From an optimization exercise on the open Yosys and OpenROAD flow, aimed at a short achievable clock period and few clock cycles per item; shortcuts taken in it are not production practice.
RTL that was checked went through simulation tests only; none was proved equivalent to the original.
The RTL of run 1 was laid out without a check of its function.
No activity file was given, so power comes from the tool's default toggle rates.

==> design.v <==
`default_nettype none
package cpu_isa_pkg;
	typedef logic [15:0] instruction_t;   
	typedef logic [3:0] alu_op_t;         
	typedef logic [2:0] cond_t;           
	localparam logic [1:0] OP_LOAD = 2'd0;
	localparam logic [1:0] OP_STORE = 2'd1;
	localparam logic [1:0] OP_IMM = 2'd2;     
	localparam logic [1:0] OP_ARITH = 2'd3;
	localparam logic [2:0] OP2_LI = 3'd0;
	localparam logic [2:0] OP2_B = 3'd4;
	localparam logic [2:0] OP2_BCOND = 3'd7;
	localparam alu_op_t ALU_ADD = 4'd0;
	localparam alu_op_t ALU_SUB = 4'd1;
	localparam alu_op_t ALU_AND = 4'd2;
	localparam alu_op_t ALU_OR = 4'd3;
	localparam alu_op_t ALU_XOR = 4'd4;
	localparam alu_op_t ALU_CMP = 4'd5;    
	localparam alu_op_t ALU_MOV = 4'd6;
	localparam alu_op_t ALU_SLL = 4'd8;
	localparam alu_op_t ALU_SRL = 4'd10;
	localparam alu_op_t ALU_IN = 4'd12;
	localparam alu_op_t ALU_OUT = 4'd13;
	localparam alu_op_t ALU_NOP = 4'd14;
	localparam alu_op_t ALU_HLT = 4'd15;
	localparam cond_t COND_BE = 3'd0;
	localparam cond_t COND_BLT = 3'd1;
	localparam cond_t COND_BLE = 3'd2;
	localparam cond_t COND_BNE = 3'd3;
	localparam instruction_t NOP_INSTRUCTION = {OP_ARITH, 6'd0, ALU_NOP, 4'd0};
endpackage
`default_nettype wire
`default_nettype none
package cpu_machine_pkg;
	typedef logic [15:0] word_t;       
	typedef logic [2:0] reg_index_t;   
	typedef logic [3:0] flags_t;       
	localparam int FLAG_S = 3;   
	localparam int FLAG_Z = 2;   
	localparam int FLAG_C = 1;   
	localparam int FLAG_V = 0;   
endpackage
`default_nettype wire
`timescale 1ns/1ps
`default_nettype none
module simple_cpu #(
	parameter int ADDRESS_WIDTH = 6
) (
	input wire logic clock,
	input wire logic reset,
	input wire logic prog_write,
	input wire logic [ADDRESS_WIDTH-1:0] prog_address,
	input wire logic [15:0] prog_data,
	input wire logic [15:0] in,
	output logic [15:0] out,
	output logic out_valid,
	output logic halted
);
	logic [15:0] imem [64];
	logic [4:0] okd [64];
	logic [5:0] otg [64];
	logic [4:0] rbk [64];
	logic rbw [64];
	logic [5:0] rtg [64];
	logic rfold [64];
	logic [15:0] dmem [64];    
	logic [4:0] w_kind;
	logic [5:0] w_tgt;
	assign w_kind = {prog_data[15:11] == 5'b10100,
		prog_data[15:8] == 8'b10111000, prog_data[15:8] == 8'b10111001,
		prog_data[15:8] == 8'b10111010, prog_data[15:8] == 8'b10111011};
	assign w_tgt = prog_address + 6'd1 + prog_data[5:0];
	always_ff @(posedge clock) begin
		for (int i = 0; i < 64; i++) begin
			if (prog_write && prog_address == 6'(i)) begin
				imem[i] <= prog_data;
				okd[i] <= w_kind;
				otg[i] <= w_tgt;
				if (|w_kind) begin
					rbk[i] <= w_kind;
					rbw[i] <= prog_data[7];
					rtg[i] <= w_tgt;
					rfold[i] <= 1'b0;
				end else begin
					rbk[i] <= okd[(i + 1) % 64];
					rbw[i] <= imem[(i + 1) % 64][7];
					rtg[i] <= otg[(i + 1) % 64];
					rfold[i] <= |okd[(i + 1) % 64];
				end
			end else if (prog_write && prog_address == 6'((i + 1) % 64) && okd[i] == 5'd0) begin
				rbk[i] <= w_kind;
				rbw[i] <= prog_data[7];
				rtg[i] <= w_tgt;
				rfold[i] <= |w_kind;
			end
		end
	end
	logic a_valid;                     
	logic [15:0] ins_a, ins_b, ins_l;
	logic [4:0] bk_a, bk_b, bk_l;      
	logic bw_a, bw_b, bw_l;            
	logic [5:0] tg_a, tg_b, tg_l;      
	logic [5:0] sq_a, sq_b, sq_l;      
	logic [15:0] ins_la, ins_lb;
	logic [4:0] bk_la, bk_lb;
	logic bw_la, bw_lb;
	logic [5:0] tg_la, tg_lb, sq_la, sq_lb;
	logic e_ld, e_st, e_jmp, e_be, e_blt, e_ble, e_bne, e_spec, e_hlt;
	logic e_add, e_sub, e_lan, e_lor, e_lxor, e_mov, e_sll, e_srl, e_inp, e_li, e_mem;
	logic e_outp, e_flags, e_wr, e_bw;
	logic [2:0] e_dest;
	logic [15:0] e_x, e_y, e_imm;
	logic [3:0] e_sh;
	logic squash;                      
	logic f_z, f_lt;
	logic m_wr, m_ld, m_st;
	logic [2:0] m_dest;
	logic [15:0] m_res, m_sdata;
	logic [63:0] m_aoh;                
	logic [15:0] rf [8];
	logic [7:0] rf_valid;
	logic [15:0] in_q;
	logic [15:0] x, y, bb, res, shl, shr;
	logic [16:0] s17;
	logic z_now, lt_now, taken_reg, taken_now, spec, miss;
	logic k_wr, k_ld, k_st, k_flags, k_outp;    
	assign x = e_x;
	assign y = e_y;
	assign bb = e_sub ? ~y : (e_mem ? e_imm : y);
	assign shl = x << e_sh;
	assign shr = x >> e_sh;
	always_comb begin
		logic [16:0] xa, ya, g, p, gg, pp;
		logic [17:0] c;
		xa = {x[15], x};
		ya = {bb[15], bb};
		g = xa & ya;
		p = xa ^ ya;
		gg = g;
		pp = p;
		gg[0] = g[0] | (p[0] & e_sub);
		for (int d = 1; d < 17; d = d * 2)
			for (int i = 16; i >= d; i--) begin
				gg[i] = gg[i] | (pp[i] & gg[i - d]);
				pp[i] = pp[i] & pp[i - d];
			end
		c = {gg, e_sub};
		s17 = p ^ c[16:0];
	end
	logic e_sum;
	assign e_sum = e_add || e_sub || e_mem;
	assign res = ({16{e_sum}} & s17[15:0]) | ({16{e_lan}} & (x & y)) |
		({16{e_lor}} & (x | y)) | ({16{e_lxor}} & (x ^ y)) | ({16{e_mov}} & y) |
		({16{e_sll}} & shl) | ({16{e_srl}} & shr) | ({16{e_inp}} & in_q) |
		({16{e_li}} & e_imm);
	logic z_add, xeqy;
	assign z_add = &((x ^ y) ~^ {x[14:0] | y[14:0], 1'b0});   
	assign xeqy = x == y;
	assign z_now = (e_add && z_add) || ((e_sub || e_lxor) && xeqy) ||
		(e_lan && (x & y) == 16'd0) || (e_lor && (x | y) == 16'd0) ||
		(e_mov && y == 16'd0) || (e_sll && shl == 16'd0) || (e_srl && shr == 16'd0);
	assign lt_now = ((e_add || e_sub) && s17[16]) || (e_lan && x[15] && y[15]) ||
		(e_lor && (x[15] || y[15])) || (e_lxor && (x[15] ^ y[15])) || (e_mov && y[15]) ||
		(e_sll && shl[15]) || (e_srl && shr[15]);
	assign taken_reg = e_jmp || (e_be && f_z) || (e_blt && f_lt) ||
		(e_ble && (f_z || f_lt)) || (e_bne && !f_z);
	assign taken_now = (e_be && z_now) || (e_blt && lt_now) ||
		(e_ble && (z_now || lt_now)) || (e_bne && !z_now);
	assign spec = e_spec && !squash;
	assign miss = spec && (taken_now != e_bw);
	assign k_wr = e_wr && !squash;
	assign k_ld = e_ld && !squash;
	assign k_st = e_st && !squash;
	assign k_flags = e_flags && !squash;
	assign k_outp = e_outp && !squash;
	logic [15:0] wb_data, ld_data;
	always_comb begin
		ld_data = 16'd0;
		for (int i = 0; i < 64; i++)
			ld_data = ld_data | ({16{m_aoh[i]}} & dmem[i]);
	end
	assign wb_data = m_ld ? ld_data : m_res;
	logic [15:0] ins_c [2];
	logic [4:0] bk_c [2];
	logic bw_c [2];
	logic [5:0] tg_c [2], sq_c [2];
	logic v_c [2];
	assign ins_c[0] = squash ? ins_l : ins_a;
	assign bk_c[0] = squash ? bk_l : bk_a;
	assign bw_c[0] = squash ? bw_l : bw_a;
	assign tg_c[0] = squash ? tg_l : tg_a;
	assign sq_c[0] = squash ? sq_l : sq_a;
	assign v_c[0] = squash || a_valid;
	assign ins_c[1] = ins_b;
	assign bk_c[1] = bk_b;
	assign bw_c[1] = bw_b;
	assign tg_c[1] = tg_b;
	assign sq_c[1] = sq_b;
	assign v_c[1] = 1'b1;
	logic [15:0] rf_r [8];
	always_comb begin
		for (int i = 0; i < 8; i++)
			rf_r[i] = rf_valid[i] ? rf[i] : 16'd0;
	end
	logic c_ld [2], c_st [2], c_li [2], c_bc [2];
	logic c_add [2], c_sub [2], c_lan [2], c_lor [2], c_lxor [2], c_mov [2], c_sll [2], c_srl [2];
	logic c_inp [2], c_outp [2], c_hlt [2], c_flags [2], c_wr [2], c_dep [2];
	logic c_fx [2], c_fy [2], c_mx [2], c_my [2];
	logic [2:0] c_dest [2];
	logic [15:0] c_x [2], c_y [2];
	always_comb begin
		for (int c = 0; c < 2; c++) begin
			logic [15:0] ir;
			logic ar, use_x, use_y;
			logic [3:0] f;
			ir = ins_c[c];
			ar = ir[15:14] == 2'b11;
			f = ir[7:4];
			c_ld[c] = ir[15:14] == 2'b00;
			c_st[c] = ir[15:14] == 2'b01;
			c_li[c] = ir[15:11] == 5'b10000;
			c_bc[c] = |bk_c[c][3:0];
			c_add[c] = ar && f == 4'd0;
			c_sub[c] = ar && (f == 4'd1 || f == 4'd5);
			c_lan[c] = ar && f == 4'd2;
			c_lor[c] = ar && f == 4'd3;
			c_lxor[c] = ar && f == 4'd4;
			c_mov[c] = ar && f == 4'd6;
			c_sll[c] = ar && f == 4'd8;
			c_srl[c] = ar && f == 4'd10;
			c_inp[c] = ar && f == 4'd12;
			c_outp[c] = ar && f == 4'd13;
			c_hlt[c] = ar && f == 4'd15;
			c_flags[c] = ar && (f <= 4'd6 || f == 4'd8 || f == 4'd10);
			c_wr[c] = c_ld[c] || c_li[c] ||
				(ar && (f <= 4'd4 || f == 4'd6 || f == 4'd8 || f == 4'd10 || f == 4'd12));
			c_dest[c] = c_ld[c] ? ir[13:11] : ir[10:8];
			use_x = c_ld[c] || c_st[c] || (ar && (f <= 4'd5 || f == 4'd8 || f == 4'd10));
			use_y = c_st[c] || (ar && (f <= 4'd6 || f == 4'd13));
			c_dep[c] = k_ld && ((use_x && ir[10:8] == e_dest) || (use_y && ir[13:11] == e_dest));
			c_x[c] = rf_r[ir[10:8]];
			c_y[c] = rf_r[ir[13:11]];
			c_fx[c] = k_wr && ir[10:8] == e_dest;
			c_fy[c] = k_wr && ir[13:11] == e_dest;
			c_mx[c] = m_wr && ir[10:8] == m_dest;
			c_my[c] = m_wr && ir[13:11] == m_dest;
		end
	end
	logic s;    
	logic stall, bubble, hlt_now;
	assign s = !squash && (e_spec ? e_bw : taken_reg);
	assign stall = c_dep[s];
	assign bubble = halted || stall || !v_c[s] || (e_hlt && !squash);
	assign hlt_now = !bubble && c_hlt[s] && !spec;
	logic [5:0] ad [4];
	logic [15:0] r_ins [4];
	logic [4:0] r_bk [4];
	logic r_bw [4];
	logic [5:0] r_tg [4], r_sq [4];
	assign ad[0] = sq_a;
	assign ad[1] = tg_a;
	assign ad[2] = sq_b;
	assign ad[3] = tg_b;
	always_comb begin
		for (int k = 0; k < 4; k++) begin
			r_ins[k] = imem[ad[k]];
			r_bk[k] = rbk[ad[k]];
			r_bw[k] = rbw[ad[k]];
			r_tg[k] = rtg[ad[k]];
			r_sq[k] = rfold[ad[k]] ? ad[k] + 6'd2 : ad[k] + 6'd1;
		end
	end
	always_ff @(posedge clock) begin
		in_q <= in;
	end
	logic [15:0] n_ins_a, n_ins_b;
	logic [4:0] n_bk_a, n_bk_b;
	logic n_bw_a, n_bw_b;
	logic [5:0] n_tg_a, n_tg_b, n_sq_a, n_sq_b;
	always_comb begin
		if (squash) begin
			n_ins_a = ins_la; n_bk_a = bk_la; n_bw_a = bw_la; n_tg_a = tg_la; n_sq_a = sq_la;
			n_ins_b = ins_lb; n_bk_b = bk_lb; n_bw_b = bw_lb; n_tg_b = tg_lb; n_sq_b = sq_lb;
		end else begin
			n_ins_a = s ? r_ins[2] : r_ins[0];
			n_bk_a = s ? r_bk[2] : r_bk[0];
			n_bw_a = s ? r_bw[2] : r_bw[0];
			n_tg_a = s ? r_tg[2] : r_tg[0];
			n_sq_a = s ? r_sq[2] : r_sq[0];
			n_ins_b = s ? r_ins[3] : r_ins[1];
			n_bk_b = s ? r_bk[3] : r_bk[1];
			n_bw_b = s ? r_bw[3] : r_bw[1];
			n_tg_b = s ? r_tg[3] : r_tg[1];
			n_sq_b = s ? r_sq[3] : r_sq[1];
		end
	end
	always_ff @(posedge clock or negedge reset) begin
		if (!reset) begin
			a_valid <= 1'b0;
			sq_a <= 6'd0;
		end else if (!halted) begin
			a_valid <= 1'b1;
			sq_a <= stall ? sq_c[s] : n_sq_a;
		end
	end
	always_ff @(posedge clock) begin
		if (!halted) begin
			if (stall) begin
				ins_a <= ins_c[s];
				bk_a <= bk_c[s];
				bw_a <= bw_c[s];
				tg_a <= tg_c[s];
			end else begin
				ins_a <= n_ins_a;
				bk_a <= n_bk_a;
				bw_a <= n_bw_a;
				tg_a <= n_tg_a;
				ins_b <= n_ins_b;
				bk_b <= n_bk_b;
				bw_b <= n_bw_b;
				tg_b <= n_tg_b;
				sq_b <= n_sq_b;
				ins_l <= ins_c[!s];
				bk_l <= bk_c[!s];
				bw_l <= bw_c[!s];
				tg_l <= tg_c[!s];
				sq_l <= sq_c[!s];
				ins_la <= s ? r_ins[0] : r_ins[2];
				bk_la <= s ? r_bk[0] : r_bk[2];
				bw_la <= s ? r_bw[0] : r_bw[2];
				tg_la <= s ? r_tg[0] : r_tg[2];
				sq_la <= s ? r_sq[0] : r_sq[2];
				ins_lb <= s ? r_ins[1] : r_ins[3];
				bk_lb <= s ? r_bk[1] : r_bk[3];
				bw_lb <= s ? r_bw[1] : r_bw[3];
				tg_lb <= s ? r_tg[1] : r_tg[3];
				sq_lb <= s ? r_sq[1] : r_sq[3];
			end
		end
	end
	always_ff @(posedge clock or negedge reset) begin
		if (!reset) begin
			{e_ld, e_st, e_jmp, e_be, e_blt, e_ble, e_bne, e_spec, e_hlt} <= '0;
			{e_outp, e_flags, e_wr} <= '0;
			squash <= 1'b0;
			halted <= 1'b0;
		end else begin
			e_ld <= !bubble && c_ld[s];
			e_st <= !bubble && c_st[s];
			e_jmp <= !bubble && bk_c[s][4];
			e_be <= !bubble && bk_c[s][3];
			e_blt <= !bubble && bk_c[s][2];
			e_ble <= !bubble && bk_c[s][1];
			e_bne <= !bubble && bk_c[s][0];
			e_spec <= !bubble && c_flags[s] && c_bc[s];
			e_hlt <= !bubble && c_hlt[s] && spec;
			e_outp <= !bubble && c_outp[s];
			e_flags <= !bubble && c_flags[s];
			e_wr <= !bubble && c_wr[s];
			squash <= miss;
			if (hlt_now || (e_hlt && !squash))
				halted <= 1'b1;
		end
	end
	always_ff @(posedge clock) begin
		e_add <= c_add[s];
		e_sub <= c_sub[s];
		e_lan <= c_lan[s];
		e_lor <= c_lor[s];
		e_lxor <= c_lxor[s];
		e_mov <= c_mov[s];
		e_sll <= c_sll[s];
		e_srl <= c_srl[s];
		e_inp <= c_inp[s];
		e_li <= c_li[s];
		e_mem <= c_ld[s] || c_st[s];
		e_bw <= bw_c[s];
		e_dest <= c_dest[s];
		e_x <= c_fx[s] ? res : c_mx[s] ? wb_data : c_x[s];
		e_y <= c_fy[s] ? res : c_my[s] ? wb_data : c_y[s];
		e_imm <= {{8{ins_c[s][7]}}, ins_c[s][7:0]};
		e_sh <= ins_c[s][3:0];
	end
	always_ff @(posedge clock or negedge reset) begin
		if (!reset) begin
			m_wr <= 1'b0;
			m_ld <= 1'b0;
			m_st <= 1'b0;
			f_z <= 1'b0;
			f_lt <= 1'b0;
			out <= 16'd0;
			out_valid <= 1'b0;
		end else begin
			m_wr <= k_wr;
			m_ld <= k_ld;
			m_st <= k_st;
			if (k_flags) begin
				f_z <= z_now;
				f_lt <= lt_now;
			end
			if (k_outp)
				out <= y;
			out_valid <= k_outp;
		end
	end
	always_ff @(posedge clock) begin
		m_dest <= e_dest;
		m_res <= res;
		m_sdata <= y;
		m_aoh <= 64'd1 << s17[5:0];
	end
	always_ff @(posedge clock) begin
		for (int i = 0; i < 64; i++)
			if (m_st && m_aoh[i])
				dmem[i] <= m_sdata;
	end
	always_ff @(posedge clock or negedge reset) begin
		if (!reset)
			rf_valid <= '0;
		else if (m_wr)
			rf_valid[m_dest] <= 1'b1;
	end
	always_ff @(posedge clock) begin
		if (m_wr)
			rf[m_dest] <= wb_data;
	end
endmodule
`default_nettype wire
==> run.sh <==
#!/bin/bash
# synth_recipe.tcl (not shown) runs the flow's synth.tcl, then flattens the netlist and writes it again
# the make line also repeats each setting of config.mk as NAME=value (left out here)
make -C /OpenROAD-flow-scripts/flow DESIGN_CONFIG=/design/flow/config.mk WORK_HOME=/design/flow/orfs CLKGATE_MAP_FILE= SYNTH_SCRIPT=/design/flow/synth_recipe.tcl finish
==> config.mk <==
export PLATFORM = sky130hd
export DESIGN_NAME = simple_cpu
export DESIGN_NICKNAME = simple_cpu
export VERILOG_FILES = /design/flow/design.v
export SDC_FILE = /design/flow/constraint.sdc
export NUM_CORES = 4
export LEC_CHECK = 0
export ABC_CLOCK_PERIOD_IN_PS = 2500
export CAP_MARGIN = 20
export CORE_MARGIN = 2
export CORE_UTILIZATION = 40
export SETUP_SLACK_MARGIN = 5
export SLEW_MARGIN = 20
==> constraint.sdc <==
create_clock -name core_clock -period 8.0 [get_ports {clock}]
set_input_delay 1.6000 -clock core_clock [delete_from_list [all_inputs] [get_ports {clock}]]
set_output_delay 1.6000 -clock core_clock [all_outputs]
set_load 0.01 [all_outputs]
==> results of run 1 <==
## per-layer routing
layer,GRT overflow,GRT usage (%)
met1,278,89.7
met2,852,95.4
met3,325,83.6
met4,721,85.5
met5,44,69.9
## logic make-up after synthesis
kind of cell | after synthesis
AOI/OAI and AO/OA | 5947
xor gates and xnor gates | 78
adders and majority gates | 79
buffers and inverters | 1504
DFF | 4094
muxes | 299
and+or+nand+nor | 4391
## repair_timing
action	4_1_cts
setup endpoints to repair	4604
resized for setup	2382
setup buffers	1299
gates cloned	92
pin swaps	620
## metrics by stage
stage                     area, um2  instances
after floorplan              202000      16392
after global placement       217000      22795
after detailed placement     218000      22823
after CTS                    258000      25016
## how the worst max path moves through the flow
stage / start / to / cells after the start
CTS: sq_b[2]$_DFFE_PP_ / tg_a[5]$_DFFE_PN_ / 15
floorplan: squash$_DFF_PN0_ / halted$_DFFE_PN0P_ / 14
detailed placement: prog_address[2] / imem[20][14]$_DFFE_PP_ / 6
global placement: tg_a[2]$_DFFE_PN_ / tg_b[0]$_DFFE_PP_ / 11
## power by group through the flow
stage | Clock, uW | Combinational (uW) | Sequential, uW
detailed placement | 0 | 39900 | 29300
CTS | 21300 | 53300 | 28700
floorplan | 0 | 19200 | 28100
global placement | 0 | 39800 | 29300
==> flow_results.org, run 1 <==
** Yosys
- By area, the combinational part of the netlist is dominated by compound AO/OA/AOI/OAI gates.
- Synth Flop Type :: edfxtp_1
- Xor-xnor portion of the synthesized cell area :: 0.347%
- The number of nets handed over by synthesis was 16512.
- Top-area cell type share of the netlist area :: 59.1%
- After synthesis, flip-flops and latches occupy 61.4% of the total area.
- The synthesized design contains approximately 3900 enable-type register cells.
- Synthesized area divided by synthesized cell count :: 12.0 um2
- #FFs+latches synth :: roughly 4000
- The synthesized netlist devotes 0.513% of its cell area to adder and majority cells.
- The synthesized netlist devotes 10.5% of its cell area to simple gates.
- Main area contributors after synthesis :: edfxtp_1 59%, a22oi_1 11%, nand2_1 2.9%
- Async set-reset flop share out of synthesis :: about 1.2%
- Yosys instantiated no cell more often than edfxtp_1.
- Summing the areas of all compound-gate instances in the mapped netlist gives 22.4% of the synthesized area.
- The cell area that synthesis handed to floorplanning was 197000 um2.
- Most instantiated cells after synthesis :: 3873 x edfxtp_1, 2863 x a22oi_1, 1525 x nand2_1
- After technology mapping, the gate count stands at between 15000 and 20000.
- Mux contribution to synthesized area :: 1.71%
- Library cells used by synthesis :: 111
- Count of warnings emitted by yosys :: 47
- The largest total area in the synthesized netlist belongs to edfxtp_1.

** CTS
- CTS buffer count :: 430
- Library cell used as clock root buffer :: clkbuf_16
- CTS built an H-tree with a depth of 5.
- Hold repair after CTS inserted 0 buffers.
- The clock drives 4094 sinks.
- The longest clock path from root to sink contains 4 buffers.

** Outcome
- The run stopped with a tool error.
- The tool reported: "[ERROR GRT-0116] Global routing finished with congestion. Check the congestion regions in the DRC Viewer".
- The run ended at global routing.

** GRT
- First-pass GRT wire length :: 2950000 um
- Number of global-route vias before repair :: between 200k and 250k
- Global routing finished with a remaining overflow of 2220.
- In the global route stage, overall resource usage came out at about nine tenths.
- Entering global routing, the biggest net connects 129 pins.

** Die
- Initial core utilization :: ~40%
- Number of I/O pins :: slightly below 60
- Horiz. Die Dim :: 706 um
- The floorplan has 257 rows.
- Die height :: 706 um

** Placement
- Post-placement setup slack :: 2.06 ns
- Detailed placement finished with a half-perimeter wire length of ~1300000 um.
- Port buffering added 58 buffers.
- Routability congestion estimate from global placement :: 1.28
==> run 2: changes to the inputs <==
--- a/design.v
+++ b/design.v
@@ -100,10 +100,10 @@
 	logic [4:0] bk_a, bk_b, bk_l;      
 	logic bw_a, bw_b, bw_l;            
-	logic [5:0] tg_a, tg_b, tg_l;      
-	logic [5:0] sq_a, sq_b, sq_l;      
+	logic [15:0] tg_a, tg_b, tg_l;     
+	logic [15:0] sq_a, sq_b, sq_l;     
 	logic [15:0] ins_la, ins_lb;
 	logic [4:0] bk_la, bk_lb;
 	logic bw_la, bw_lb;
-	logic [5:0] tg_la, tg_lb, sq_la, sq_lb;
+	logic [15:0] tg_la, tg_lb, sq_la, sq_lb;
 	logic e_ld, e_st, e_jmp, e_be, e_blt, e_ble, e_bne, e_spec, e_hlt;
 	logic e_add, e_sub, e_lan, e_lor, e_lxor, e_mov, e_sll, e_srl, e_inp, e_li, e_mem;
@@ -111,6 +111,8 @@
 	logic [2:0] e_dest;
 	logic [15:0] e_x, e_y, e_imm;
+	logic [15:0] e_b;                  
 	logic [3:0] e_sh;
 	logic squash;                      
+	logic squash_d, squash_f;          
 	logic f_z, f_lt;
 	logic m_wr, m_ld, m_st;
@@ -127,5 +129,5 @@
 	assign x = e_x;
 	assign y = e_y;
-	assign bb = e_sub ? ~y : (e_mem ? e_imm : y);
+	assign bb = e_b;
 	assign shl = x << e_sh;
 	assign shr = x >> e_sh;
@@ -184,12 +186,12 @@
 	logic [4:0] bk_c [2];
 	logic bw_c [2];
-	logic [5:0] tg_c [2], sq_c [2];
+	logic [15:0] tg_c [2], sq_c [2];
 	logic v_c [2];
-	assign ins_c[0] = squash ? ins_l : ins_a;
-	assign bk_c[0] = squash ? bk_l : bk_a;
-	assign bw_c[0] = squash ? bw_l : bw_a;
-	assign tg_c[0] = squash ? tg_l : tg_a;
-	assign sq_c[0] = squash ? sq_l : sq_a;
-	assign v_c[0] = squash || a_valid;
+	assign ins_c[0] = squash_d ? ins_l : ins_a;
+	assign bk_c[0] = squash_d ? bk_l : bk_a;
+	assign bw_c[0] = squash_d ? bw_l : bw_a;
+	assign tg_c[0] = squash_d ? tg_l : tg_a;
+	assign sq_c[0] = squash_d ? sq_l : sq_a;
+	assign v_c[0] = squash_d || a_valid;
 	assign ins_c[1] = ins_b;
 	assign bk_c[1] = bk_b;
@@ -253,9 +255,18 @@
 	assign bubble = halted || stall || !v_c[s] || (e_hlt && !squash);
 	assign hlt_now = !bubble && c_hlt[s] && !spec;
-	logic [5:0] ad [4];
+	function automatic logic [15:0] pdec(input logic [5:0] a);
+		pdec = {8'd1 << a[5:3], 8'd1 << a[2:0]};
+	endfunction
+	function automatic logic [15:0] pinc1(input logic [15:0] a);
+		pinc1 = {a[7] ? {a[14:8], a[15]} : a[15:8], {a[6:0], a[7]}};
+	endfunction
+	function automatic logic [15:0] pinc2(input logic [15:0] a);
+		pinc2 = {(a[7] | a[6]) ? {a[14:8], a[15]} : a[15:8], {a[5:0], a[7:6]}};
+	endfunction
+	logic [15:0] ad [4];
 	logic [15:0] r_ins [4];
 	logic [4:0] r_bk [4];
 	logic r_bw [4];
-	logic [5:0] r_tg [4], r_sq [4];
+	logic [15:0] r_tg [4], r_sq [4];
 	assign ad[0] = sq_a;
 	assign ad[1] = tg_a;
@@ -264,9 +275,26 @@
 	always_comb begin
 		for (int k = 0; k < 4; k++) begin
-			r_ins[k] = imem[ad[k]];
-			r_bk[k] = rbk[ad[k]];
-			r_bw[k] = rbw[ad[k]];
-			r_tg[k] = rtg[ad[k]];
-			r_sq[k] = rfold[ad[k]] ? ad[k] + 6'd2 : ad[k] + 6'd1;
+			logic [15:0] ins;
+			logic [4:0] bk;
+			logic bw, fold;
+			logic [5:0] tg;
+			ins = 16'd0;
+			bk = 5'd0;
+			bw = 1'b0;
+			fold = 1'b0;
+			tg = 6'd0;
+			for (int i = 0; i < 64; i++)
+				if (ad[k][8 + i / 8] && ad[k][i % 8]) begin
+					ins = ins | imem[i];
+					bk = bk | rbk[i];
+					bw = bw | rbw[i];
+					fold = fold | rfold[i];
+					tg = tg | rtg[i];
+				end
+			r_ins[k] = ins;
+			r_bk[k] = bk;
+			r_bw[k] = bw;
+			r_tg[k] = pdec(tg);
+			r_sq[k] = fold ? pinc2(ad[k]) : pinc1(ad[k]);
 		end
 	end
@@ -274,68 +302,44 @@
 		in_q <= in;
 	end
-	logic [15:0] n_ins_a, n_ins_b;
-	logic [4:0] n_bk_a, n_bk_b;
-	logic n_bw_a, n_bw_b;
-	logic [5:0] n_tg_a, n_tg_b, n_sq_a, n_sq_b;
-	always_comb begin
-		if (squash) begin
-			n_ins_a = ins_la; n_bk_a = bk_la; n_bw_a = bw_la; n_tg_a = tg_la; n_sq_a = sq_la;
-			n_ins_b = ins_lb; n_bk_b = bk_lb; n_bw_b = bw_lb; n_tg_b = tg_lb; n_sq_b = sq_lb;
-		end else begin
-			n_ins_a = s ? r_ins[2] : r_ins[0];
-			n_bk_a = s ? r_bk[2] : r_bk[0];
-			n_bw_a = s ? r_bw[2] : r_bw[0];
-			n_tg_a = s ? r_tg[2] : r_tg[0];
-			n_sq_a = s ? r_sq[2] : r_sq[0];
-			n_ins_b = s ? r_ins[3] : r_ins[1];
-			n_bk_b = s ? r_bk[3] : r_bk[1];
-			n_bw_b = s ? r_bw[3] : r_bw[1];
-			n_tg_b = s ? r_tg[3] : r_tg[1];
-			n_sq_b = s ? r_sq[3] : r_sq[1];
-		end
-	end
+	localparam int CW = 54;
+	logic [CW-1:0] q_a, q_b, q_l, q_la, q_lb;
+	logic [CW-1:0] r_c [4];
+	assign q_a = {ins_a, bk_a, bw_a, tg_a, sq_a};
+	assign q_b = {ins_b, bk_b, bw_b, tg_b, sq_b};
+	assign q_l = {ins_l, bk_l, bw_l, tg_l, sq_l};
+	assign q_la = {ins_la, bk_la, bw_la, tg_la, sq_la};
+	assign q_lb = {ins_lb, bk_lb, bw_lb, tg_lb, sq_lb};
+	always_comb
+		for (int k = 0; k < 4; k++)
+			r_c[k] = {r_ins[k], r_bk[k], r_bw[k], r_tg[k], r_sq[k]};
+	logic go0, go1;    
+	logic s_f;    
+	assign s_f = !squash_f && (e_spec ? e_bw : taken_reg);
+	assign go0 = !squash_f && !stall && !s_f;
+	assign go1 = !squash_f && !stall && s_f;
+	logic [CW-1:0] n_a, n_b, n_l, n_la, n_lb;
+	assign n_a = ({CW{squash_f}} & q_la) | ({CW{go0}} & r_c[0]) | ({CW{go1}} & r_c[2]) |
+		({CW{stall && !s_f}} & q_a) | ({CW{stall && s_f}} & q_b);
+	assign n_b = ({CW{squash_f}} & q_lb) | ({CW{go0}} & r_c[1]) | ({CW{go1}} & r_c[3]) |
+		({CW{stall}} & q_b);
+	assign n_l = ({CW{stall}} & q_l) | ({CW{go1}} & q_a) |
+		({CW{!s_f && !stall}} & q_b);
+	assign n_la = ({CW{stall}} & q_la) | ({CW{!stall && s_f}} & r_c[0]) | ({CW{!stall && !s_f}} & r_c[2]);
+	assign n_lb = ({CW{stall}} & q_lb) | ({CW{!stall && s_f}} & r_c[1]) | ({CW{!stall && !s_f}} & r_c[3]);
 	always_ff @(posedge clock or negedge reset) begin
 		if (!reset) begin
 			a_valid <= 1'b0;
-			sq_a <= 6'd0;
-		end else if (!halted) begin
-			a_valid <= 1'b1;
-			sq_a <= stall ? sq_c[s] : n_sq_a;
+			sq_a <= 16'h0101;   
+		end else begin
+			a_valid <= a_valid || !halted;
+			sq_a <= n_a[15:0];
 		end
 	end
 	always_ff @(posedge clock) begin
-		if (!halted) begin
-			if (stall) begin
-				ins_a <= ins_c[s];
-				bk_a <= bk_c[s];
-				bw_a <= bw_c[s];
-				tg_a <= tg_c[s];
-			end else begin
-				ins_a <= n_ins_a;
-				bk_a <= n_bk_a;
-				bw_a <= n_bw_a;
-				tg_a <= n_tg_a;
-				ins_b <= n_ins_b;
-				bk_b <= n_bk_b;
-				bw_b <= n_bw_b;
-				tg_b <= n_tg_b;
-				sq_b <= n_sq_b;
-				ins_l <= ins_c[!s];
-				bk_l <= bk_c[!s];
-				bw_l <= bw_c[!s];
-				tg_l <= tg_c[!s];
-				sq_l <= sq_c[!s];
-				ins_la <= s ? r_ins[0] : r_ins[2];
-				bk_la <= s ? r_bk[0] : r_bk[2];
-				bw_la <= s ? r_bw[0] : r_bw[2];
-				tg_la <= s ? r_tg[0] : r_tg[2];
-				sq_la <= s ? r_sq[0] : r_sq[2];
-				ins_lb <= s ? r_ins[1] : r_ins[3];
-				bk_lb <= s ? r_bk[1] : r_bk[3];
-				bw_lb <= s ? r_bw[1] : r_bw[3];
-				tg_lb <= s ? r_tg[1] : r_tg[3];
-				sq_lb <= s ? r_sq[1] : r_sq[3];
-			end
-		end
+		{ins_a, bk_a, bw_a, tg_a} <= n_a[CW-1:16];
+		{ins_b, bk_b, bw_b, tg_b, sq_b} <= n_b;
+		{ins_l, bk_l, bw_l, tg_l, sq_l} <= n_l;
+		{ins_la, bk_la, bw_la, tg_la, sq_la} <= n_la;
+		{ins_lb, bk_lb, bw_lb, tg_lb, sq_lb} <= n_lb;
 	end
 	always_ff @(posedge clock or negedge reset) begin
@@ -344,4 +348,6 @@
 			{e_outp, e_flags, e_wr} <= '0;
 			squash <= 1'b0;
+			squash_d <= 1'b0;
+			squash_f <= 1'b0;
 			halted <= 1'b0;
 		end else begin
@@ -359,4 +365,6 @@
 			e_wr <= !bubble && c_wr[s];
 			squash <= miss;
+			squash_d <= e_spec && !squash_d && (taken_now != e_bw);
+			squash_f <= e_spec && !squash_f && (taken_now != e_bw);
 			if (hlt_now || (e_hlt && !squash))
 				halted <= 1'b1;
@@ -379,4 +387,6 @@
 		e_x <= c_fx[s] ? res : c_mx[s] ? wb_data : c_x[s];
 		e_y <= c_fy[s] ? res : c_my[s] ? wb_data : c_y[s];
+		e_b <= (c_ld[s] || c_st[s]) ? {{8{ins_c[s][7]}}, ins_c[s][7:0]} :
+			{16{c_sub[s]}} ^ (c_fy[s] ? res : c_my[s] ? wb_data : c_y[s]);
 		e_imm <= {{8{ins_c[s][7]}}, ins_c[s][7:0]};
 		e_sh <= ins_c[s][3:0];
--- a/config.mk
+++ b/config.mk
@@ -9,5 +9,6 @@
 export CAP_MARGIN = 20
 export CORE_MARGIN = 2
-export CORE_UTILIZATION = 40
+export CORE_UTILIZATION = 35
+export PLACE_DENSITY = 0.5
 export SETUP_SLACK_MARGIN = 5
 export SLEW_MARGIN = 20
==> run 2 against run 1 <==
  * Synthesized cell count barely moved
  * Synthesized area increased by 1.3%
  * The run again fails in global routing
==> flow_results.org, run 2 <==
** Outcome
- The flow did not finish.
- Stage where the run ended :: global routing
- The tool reported: "[ERROR GRT-0116] Global routing finished with congestion. Check the congestion regions in the DRC Viewer".

** Die
- The floorplan die width is 759 um (+7.6%).
- Number of I/O pins :: 59 (unchanged)
- Std-Cell Rows :: 277 (+7.8%)
- Die height :: 759 um (+7.6%)
- The initial core utilization came to 35.1% (-5.1 points).

** Yosys
- The most used flip-flop cell after synthesis is edfxtp_1.
- Sequential-to-total area share from yosys stat :: 60.8% (-0.69 points)
- The proportion of synthesized flip-flops having asynchronous set or reset was 1.51% (+0.26 points).
- Leading area contributor after synthesis :: edfxtp_1
- The flip-flop and latch count after synthesis was 4183 (+2.2%).
- Library cells used by synthesis :: 103 (-7.2%)
- Dominant combinational cell family by area after synthesis :: compound AO/OA/AOI/OAI gates
- Most instantiated cells after synthesis :: 3712 x edfxtp_1, 1394 x a22o_1, 1353 x a22oi_1
- The synthesized-area fraction occupied by and/or/nand/nor cells came to 9.04% (-1.5 points).
- The post-synthesis net count was 16490 (-0.13%).
- The post-synthesis cell count came to 16390 (-0.012%).
- The mux cell area share after synthesis came to 1.58% (-0.13 points).
- Most common cell in the netlist :: edfxtp_1
- Top-area cell type share of the netlist area :: 55.9% (-3.2 points)
- The average cell area after synthesis is 12.2 um2 (+1.3%).
- Count of warnings emitted by yosys :: 48 (+2.1%)
- The share of the synthesized area in compound gates (AO/OA/AOI/OAI) is 24.6% (+2.2 points).
- Main area contributors after synthesis :: edfxtp_1 56%, a22o_1 6.1%, a221oi_1 5.5%
- Xor-xnor portion of the synthesized cell area :: 0.250% (-0.097 points)
- The number of synthesized flops with an enable pin came to 3712 (-4.2%).
- The synthesized cell area was 199000 um2 (+1.3%).
- The post-synthesis adder-cell area fraction is 0.381% (-0.13 points).

** CTS
- The count of clock tree sinks is 4183 (+2.2%).
- The number of buffers inserted by hold repair at cts was 0 (unchanged).
- CTS max path bufs :: 4 (unchanged)
- Number of H-tree levels :: 5 (unchanged)
- CTS placed an instance of clkbuf_16 at the clock tree root.
- The number of buffers created by CTS came to 446 (+3.7%).

** GRT
- In the global route stage, overall resource usage came out at 91.4%.
- Entering global routing, the biggest net connects 96 pins.
- First-pass GRT wire length :: 3550000 um
- The via count of the first global-routing pass is 273509.
- Remaining global-route overflow :: between 7000 and 8000

** Placement
- Routability congestion estimate from global placement :: 1.26 (-1.2%)
- Total instance count after detailed placement :: 23754 (+4.1%)
- Count of buffers inserted at the top-level ports :: 58 (unchanged)
- Post-DP HPWL :: 1540000 um (+14%)
-- run 2: cell count changes after synthesis, sizes merged, moves of 107 or more --
| cell | change |
|---|---|
| a22oi | -1510 |
| a22o | +867 |
| a221oi | +654 |
| nand3 | -249 |
| and2 | +248 |
| clkbuf | +241 |
| dfxtp | +238 |
| nand2 | -211 |
| a222oi | +167 |
| edfxtp | -161 |
| nand4 | -136 |
| nor2 | -107 |
-- run 2: metrics by stage --
step / instance area, um2 / hold WS (ns) / setup WS [ns] / total power, uW
after CTS: 269000 / 0.363 / 3.91 / 47000
after detailed placement: 219000 / 0.442 / 2.17 / 25600
after global placement: 219000 / 0.439 / 2.18 / 25600
after floorplan: 204000 / 0.379 / 4.19 / 24900
-- run 2: cell families after synthesis --
kind of cell / Yosys count
AO/OA/AOI/OAI: 6320
XOR/XNOR: 57
flip-flops: 4183
buffers and inverters: 1749
adder cells (fa/ha/maj): 59
AND/OR/NAND/NOR: 3766
multiplexers: 256
-- run 2: timing repair --
action                                  4_1_cts
endpoints found under the setup margin     4538
gates cloned                                 86
pin swaps                                   788
resized for setup                          3420
buffers inserted                           1710
-- run 2: how the worst max path moves through the flow --
stage	start	to	depth (start not counted)
floorplan	prog_data[0]	otg[0][4]$_DFFE_PP_	10
global placement	prog_address[1]	rfold[18]$_DFFE_PP_	8
detailed placement	prog_address[1]	rfold[18]$_DFFE_PP_	8
CTS	rfold[7]$_DFFE_PP_	sq_a[12]$_DFF_PN0_	11
-- run 2: routing by layer --
layer	GRT overflow	global-route usage, %
met5	114	70.7
met4	2320	91.7
met3	779	86.3
met2	3692	98.5
met1	780	90.3
-- run 2: power groups by stage --
stage / combinational [uW] / sequential [uW] / clock (uW)
after global placement: 1170 / 24500 / 0
after detailed placement: 1170 / 24500 / 0
after floorplan: 562 / 24400 / 0
after CTS: 1400 / 24000 / 21700
Testbench counts of run 2, summed over its fixed seeds: cycles 274,967, programs 2,400.
==> run 3: changes to the inputs <==
--- a/design.v
+++ b/design.v
@@ -250,8 +250,8 @@
 	end
 	logic s;    
-	logic stall, bubble, hlt_now;
+	logic replay, bubble, hlt_now;
 	assign s = !squash && (e_spec ? e_bw : taken_reg);
-	assign stall = c_dep[s];
-	assign bubble = halted || stall || !v_c[s] || (e_hlt && !squash);
+	assign replay = c_dep[s];
+	assign bubble = halted || !v_c[s] || (e_hlt && !squash);
 	assign hlt_now = !bubble && c_hlt[s] && !spec;
 	function automatic logic [15:0] pdec(input logic [5:0] a);
@@ -315,16 +315,16 @@
 	logic go0, go1;    
 	logic s_f;    
+	logic kb;     
 	assign s_f = !squash_f && (e_spec ? e_bw : taken_reg);
-	assign go0 = !squash_f && !stall && !s_f;
-	assign go1 = !squash_f && !stall && s_f;
+	assign go0 = !squash_f && !s_f;
+	assign go1 = !squash_f && s_f;
+	assign kb = s_f == replay;
 	logic [CW-1:0] n_a, n_b, n_l, n_la, n_lb;
-	assign n_a = ({CW{squash_f}} & q_la) | ({CW{go0}} & r_c[0]) | ({CW{go1}} & r_c[2]) |
-		({CW{stall && !s_f}} & q_a) | ({CW{stall && s_f}} & q_b);
-	assign n_b = ({CW{squash_f}} & q_lb) | ({CW{go0}} & r_c[1]) | ({CW{go1}} & r_c[3]) |
-		({CW{stall}} & q_b);
-	assign n_l = ({CW{stall}} & q_l) | ({CW{go1}} & q_a) |
-		({CW{!s_f && !stall}} & q_b);
-	assign n_la = ({CW{stall}} & q_la) | ({CW{!stall && s_f}} & r_c[0]) | ({CW{!stall && !s_f}} & r_c[2]);
-	assign n_lb = ({CW{stall}} & q_lb) | ({CW{!stall && s_f}} & r_c[1]) | ({CW{!stall && !s_f}} & r_c[3]);
+	assign n_a = ({CW{squash_f}} & q_la) | ({CW{go0}} & r_c[0]) | ({CW{go1}} & r_c[2]);
+	assign n_b = ({CW{squash_f}} & q_lb) | ({CW{go0}} & r_c[1]) | ({CW{go1}} & r_c[3]);
+	assign n_l = replay ? {ins_c[s], bk_c[s], bw_c[s], tg_c[s], sq_c[s]} :
+		{ins_c[!s], bk_c[!s], bw_c[!s], tg_c[!s], sq_c[!s]};
+	assign n_la = kb ? r_c[2] : r_c[0];
+	assign n_lb = kb ? r_c[3] : r_c[1];
 	always_ff @(posedge clock or negedge reset) begin
 		if (!reset) begin
@@ -364,7 +364,7 @@
 			e_flags <= !bubble && c_flags[s];
 			e_wr <= !bubble && c_wr[s];
-			squash <= miss;
-			squash_d <= e_spec && !squash_d && (taken_now != e_bw);
-			squash_f <= e_spec && !squash_f && (taken_now != e_bw);
+			squash <= miss || replay;
+			squash_d <= (e_spec && !squash_d && (taken_now != e_bw)) || replay;
+			squash_f <= (e_spec && !squash_f && (taken_now != e_bw)) || replay;
 			if (hlt_now || (e_hlt && !squash))
 				halted <= 1'b1;
--- a/config.mk
+++ b/config.mk
@@ -6,9 +6,8 @@
 export NUM_CORES = 4
 export LEC_CHECK = 0
-export ABC_CLOCK_PERIOD_IN_PS = 2500
 export CAP_MARGIN = 20
 export CORE_MARGIN = 2
-export CORE_UTILIZATION = 35
-export PLACE_DENSITY = 0.5
+export CORE_UTILIZATION = 30
+export PLACE_DENSITY = 0.45
 export SETUP_SLACK_MARGIN = 5
 export SLEW_MARGIN = 20
==> run 3 against run 2 <==
  * The flow again stops in global routing
  * Synthesized cell count shrank 3.1%
  * Synthesized area shrank 1.3%
==> flow_results.org, run 3 <==
** Yosys
- Library cells used by synthesis :: 91 (-12%)
- Post-Synthesis Net Count :: 15975 (-3.1%)
- Synth Flop Type :: edfxtp_1
- The flip-flop and latch count after synthesis came to 4183 (unchanged).
- Leading area contributor after synthesis :: edfxtp_1
- edfxtp_1 is the most common cell in the netlist.
- The proportion of synthesized flip-flops having asynchronous set or reset was 1.51% (unchanged).
- After synthesis, the most frequently instantiated cells are 3712 x edfxtp_1, 1631 x a22o_1, 1572 x a221oi_1.
- Number of standard cells after synthesis :: 15875 (-3.1%)
- Main area contributors after synthesis :: edfxtp_1 57%, a22o_1 7.3%, a221oi_1 7.0%
- The fraction of post-synthesis cell area in the top cell type by area was 56.6% (+0.72 points).
- The sequential cell area fraction in the yosys report came to 61.5% (+0.78 points).
- Synthesized area divided by synthesized cell count :: 12.4 um2 (+1.9%)
- The synthesized cell area was 197000 um2 (-1.3%).
- EDFF count, synth :: 3712 (unchanged)
- The Yosys warning count is 48 (unchanged).

** GRT
- The via count of the first global-routing pass is 210753.
- First-pass GRT wire length :: 3010000 um
- The total overflow left after global routing is 3.
- Entering global routing, the biggest net connects 96 pins.
- Global routing used 72.7% of the available tracks across all layers.

** Placement
- Post-DP HPWL :: 1430000 um (-7.4%)
- Total instance count after detailed placement :: 24181 (+1.8%)
- Count of buffers inserted at the top-level ports :: 58 (unchanged)
- Routability congestion estimate from global placement :: 1.15 (-9.1%)
- The post-placement cell area is 217000 um2 (-1.2%).

** Die
- Number of I/O pins :: 59 (unchanged)
- Std-Cell Rows :: 297 (+7.2%)
- The initial core utilization came to 30.1% (-5.0 points).
- Die height :: 814 um (+7.3%)
- Horiz. Die Dim :: 814 um (+7.3%)

** Outcome
- Outcome :: stopped before the end
- The tool reported: "[ERROR GRT-0116] Global routing finished with congestion. Check the congestion regions in the DRC Viewer".
- The flow stopped in global routing.

** CTS
- The count of clock tree sinks came to 4183 (unchanged).
- The buffer depth of the longest clock path is 4 (unchanged).
- Hold bufs inserted after CTS :: 0 (unchanged)
- CTS buffer count :: 477 (+7.0%)
- Number of H-tree levels :: 5 (unchanged)
- The tree is rooted in a clkbuf_16.
run 3: power groups by stage:
stage | Combinational, uW | Sequential, uW | Clock, uW
after floorplan | 564 | 24400 | 0
after global placement | 1200 | 24500 | 0
after detailed placement | 1210 | 24500 | 0
after CTS | 1620 | 24000 | 23400
run 3: per-layer routing:
metal / GRT usage [%] / GRT overflow
met5: 44.1 / 0
met4: 66.9 / 1
met3: 60.8 / 0
met2: 84.6 / 2
met1: 75.0 / 0
run 3: cells by family after synthesis:
family	synth area share, %
AO/OA/AOI/OAI	24.0
XOR/XNOR	0.222
adder cells (fa/ha/maj)	0.386
buffers and inverters	3.20
flip-flops	61.5
multiplexers	1.82
AND/OR/NAND/NOR	8.84
run 3: worst max path at each step:
stage                               from                   to  slack [ns]  cells after the start
floorplan                   prog_data[0]  otg[0][4]$_DFFE_PP_        4.19                     10
global placement         prog_address[4]  rfold[16]$_DFFE_PP_        2.37                      8
detailed placement       prog_address[1]  rtg[0][5]$_DFFE_PP_        2.37                     12
CTS                 m_aoh[10]$_SDFF_PN0_       e_b[3]$_DFF_P_        4.34                     11
run 3: repair_timing:
item,in CTS
gates resized for setup,3645
gates cloned,128
endpoints found under the hold margin,0
setup buffers,1703
pin swaps,815
setup endpoints to repair,4533
run 3: per-stage QoR:
step | worst slack (ns) | power, uW
after floorplan | 4.19 | 24900
after global placement | 2.37 | 25700
after detailed placement | 2.37 | 25700
after CTS | 4.34 | 48900
Testbench counts of run 3, summed over its fixed seeds: cycles 274,967, programs 2,400.
